Background: an optimization exercise with open tools, aiming at small area, a short achievable clock period and few clock cycles per item. Do not read the settings as production practice.
Function was checked by simulation only, so behaviour that the tests miss may differ from the original.
Power is estimated from default activity; no workload was simulated.

// mac_pipe
module mac_pipe (
  input  logic               clk,
  input  logic               rst,
  input  logic               in_valid,
  output logic               in_ready,
  input  logic               in_first,
  input  logic               in_last,
  input  logic [71:0]        kernel_in,
  input  logic [71:0]        map_in,
  input  logic signed [31:0] bias,
  input  logic [4:0]         shift,
  output logic               out_valid,
  input  logic               out_ready,
  output logic signed [7:0]  mac_out
);
==> flow/config.mk <==
export PLATFORM = sky130hd
export DESIGN_NAME = mac_pipe
export DESIGN_NICKNAME = mac_pipe
export VERILOG_FILES = /design/flow/design.v
export SDC_FILE = /design/flow/constraint.sdc
export NUM_CORES = 4
export LEC_CHECK = 0
export ABC_AREA = 1
export CAP_MARGIN = 20
export CORE_MARGIN = 2
export CORE_UTILIZATION = 60
export CTS_CLUSTER_DIAMETER = 80
export CTS_CLUSTER_SIZE = 30
export SETUP_SLACK_MARGIN = 4.0
export SLEW_MARGIN = 20
==> flow/constraint.sdc <==
create_clock -name core_clock -period 7.5 [get_ports {clk}]
set_input_delay 1.5000 -clock core_clock [delete_from_list [all_inputs] [get_ports {clk}]]
set_output_delay 1.5000 -clock core_clock [all_outputs]
set_load 0.01 [all_outputs]
standard.sh (not shown) runs the stock make flow with config.mk's settings and CLKGATE_MAP_FILE= SYNTH_SCRIPT=/design/flow/synth_recipe.tcl, a recipe that flattens the netlist after the stock synthesis.
==> flow/flow/run.sh <==
#!/bin/bash
# Layout flow: the standard flow with two changes.
#  1. After the standard synthesis, flow/polarity.py re-chooses which full
#     adders work on complemented signals and swaps simple gates for their
#     De Morgan / complemented-output twins, so fewer inverters remain
#     (registers are left as synthesis made them). Yosys then proves the new
#     netlist equivalent to the standard one (registers paired by name); if
#     that proof fails, the standard netlist is laid out instead.
#  2. Ports are buffered with sky130_fd_sc_hd__buf_1 instead of the default
#     pick; timing repair still resizes them as needed.
# Each tool's output goes to a log file of its own in this folder.
set -euo pipefail
R=orfs/results/${FLOW_PLATFORM:-sky130hd}/mac_pipe/base
LIB=$(ls "$FLOW_HOME"/platforms/${FLOW_PLATFORM:-sky130hd}/lib/sky130_fd_sc_hd__tt_025C_1v80.lib)
bash standard.sh "$(pwd)/$R/1_2_yosys.v" > synth.log 2>&1
cp "$R/1_2_yosys.v" 1_2_yosys.standard.v
python3 flow/polarity.py 1_2_yosys.standard.v 1_2_yosys.polarity.v > polarity.log 2>&1
python3 flow/hide_names.py 1_2_yosys.polarity.v polarity_hidden.v > hide.log 2>&1
sed "s#@LIB@#$LIB#" flow/equiv.ys > equiv.ys
YOSYS=$(command -v yosys || echo "$FLOW_HOME/../tools/install/yosys/bin/yosys")
if "$YOSYS" -q -l equiv.log equiv.ys > equiv.out 2>&1; then
  cp 1_2_yosys.polarity.v "$R/1_2_yosys.v"
  echo "polarity netlist proven equivalent; using it" >> polarity.log
else
  echo "equivalence not proven; keeping the standard netlist" >> polarity.log
fi
BUFFER_PORTS_ARGS="-buffer_cell sky130_fd_sc_hd__buf_1" bash standard.sh finish > layout.log 2>&1
Other scripts of this flow, unchanged in this note and not shown: flow/flow/equiv.ys, flow/flow/hide_names.py, flow/flow/polarity.py
Testbench counts at the start, summed over its fixed seeds: cycles 7,044, items 7,012.
Change:
--- a/flow/design.v
+++ b/flow/design.v
@@ -2142,41 +2142,45 @@
   always_ff @(posedge clk or posedge rst) begin
     if (rst) begin
       c1_valid <= 1'b0;
       w_valid <= 1'b0;
     end else begin
       c1_valid <= take;
       w_valid <= c1_valid;
     end
   end
   logic [31:0] acc;
   logic [31:0] acc_base;
   logic        a_res;
+  logic        a_clr;
   logic [4:0]  a_shift;
-  assign acc_base = w_first ? 32'd0 : acc;
+  assign acc_base = (w_first || a_clr) ? 32'd0 : acc;
   logic [31:0] acc_s;
   logic [31:0] acc_c;
   logic [31:0] acc_next;
   always_comb begin
     for (int i = 0; i < 32; i++) begin
       {acc_c[i], acc_s[i]} = {1'b0, acc_base[i]} + {1'b0, w_a[i]} + {1'b0, w_b[i]};
     end
   end
   assign acc_next = acc_s + {acc_c[30:0], 1'b0};
+  always_ff @(posedge clk) begin
+    acc <= acc_next;
+  end
   always_ff @(posedge clk or posedge rst) begin
     if (rst) begin
-      acc   <= 32'd0;
+      a_clr <= 1'b1;
       a_res <= 1'b0;
     end else begin
-      acc <= acc_next;
+      a_clr <= 1'b0;
       a_res <= w_valid && w_last;
     end
   end
   always_ff @(posedge clk) begin
     a_shift <= w_shift;
   end
   logic signed [32:0] xs;
   logic [31:0]        hi_mask;
   logic               ovf;
   logic [7:0]         q8;
   logic               rb;
   logic [7:0]         rq;
The new run completed with no timing, DRC or antenna violations.
Hold slack hardly moves.
Cell count came out lower by 0.87%.
Synthesized area decreases by 1.4%.
Critical path depth stays the same.
Sequential share of layout area fell by 0.32 points.
Design area went down by 0.72%.
Routed wire length grows by 2.9%.
Worst setup slack got worse by 69 ps.
Count of clock-buffer cells in the layout falls by 2.
Register-to-register slack degrades by 70 ps.
Die area is lower by 1.4%.
Global-route usage rises by 0.84 points.
Power is lower by 1.3%.
Core utilization is higher by 0.97 points.
Testbench counts after the change, summed over its fixed seeds: cycles 7,044, items 7,012.

-- what the ideal ports hide --
In the flow no input, the clock included, has a driving cell. The finished layouts below were timed again as built, in two steps. Step 1 (the two cells are an assumption about what drives the block):
set clk [get_ports {clk}]
set_driving_cell -lib_cell sky130_fd_sc_hd__clkbuf_16 $clk
set_driving_cell -lib_cell sky130_fd_sc_hd__buf_2 [delete_from_list [all_inputs] $clk]
Step 2 times the ports against the registers' clock, not the clock port: input delays grow and output delays shrink by t, the midpoint of the rising clock arrivals with the driver on. a / b / c = no drivers / after step 1 / after step 2; a / b = the first two.
| run | t, ns | slack for setup (ns) | worst setup path after step 2 | slew at the worst register clock pin (ns) |
|---|---|---|---|---|
| the first run | 0.589 | 4.017 / 4.017 / 3.487 | input to register | 0.12 / 0.12 |
| the second run | 0.597 | 3.947 / 3.947 / 3.432 | input to register | 0.11 / 0.11 |
After both steps every run listed still meets setup and hold. For the first run, which loses most, drivers alone change the setup slack by 0.000 ns; drivers and shift together by -0.530 ns.
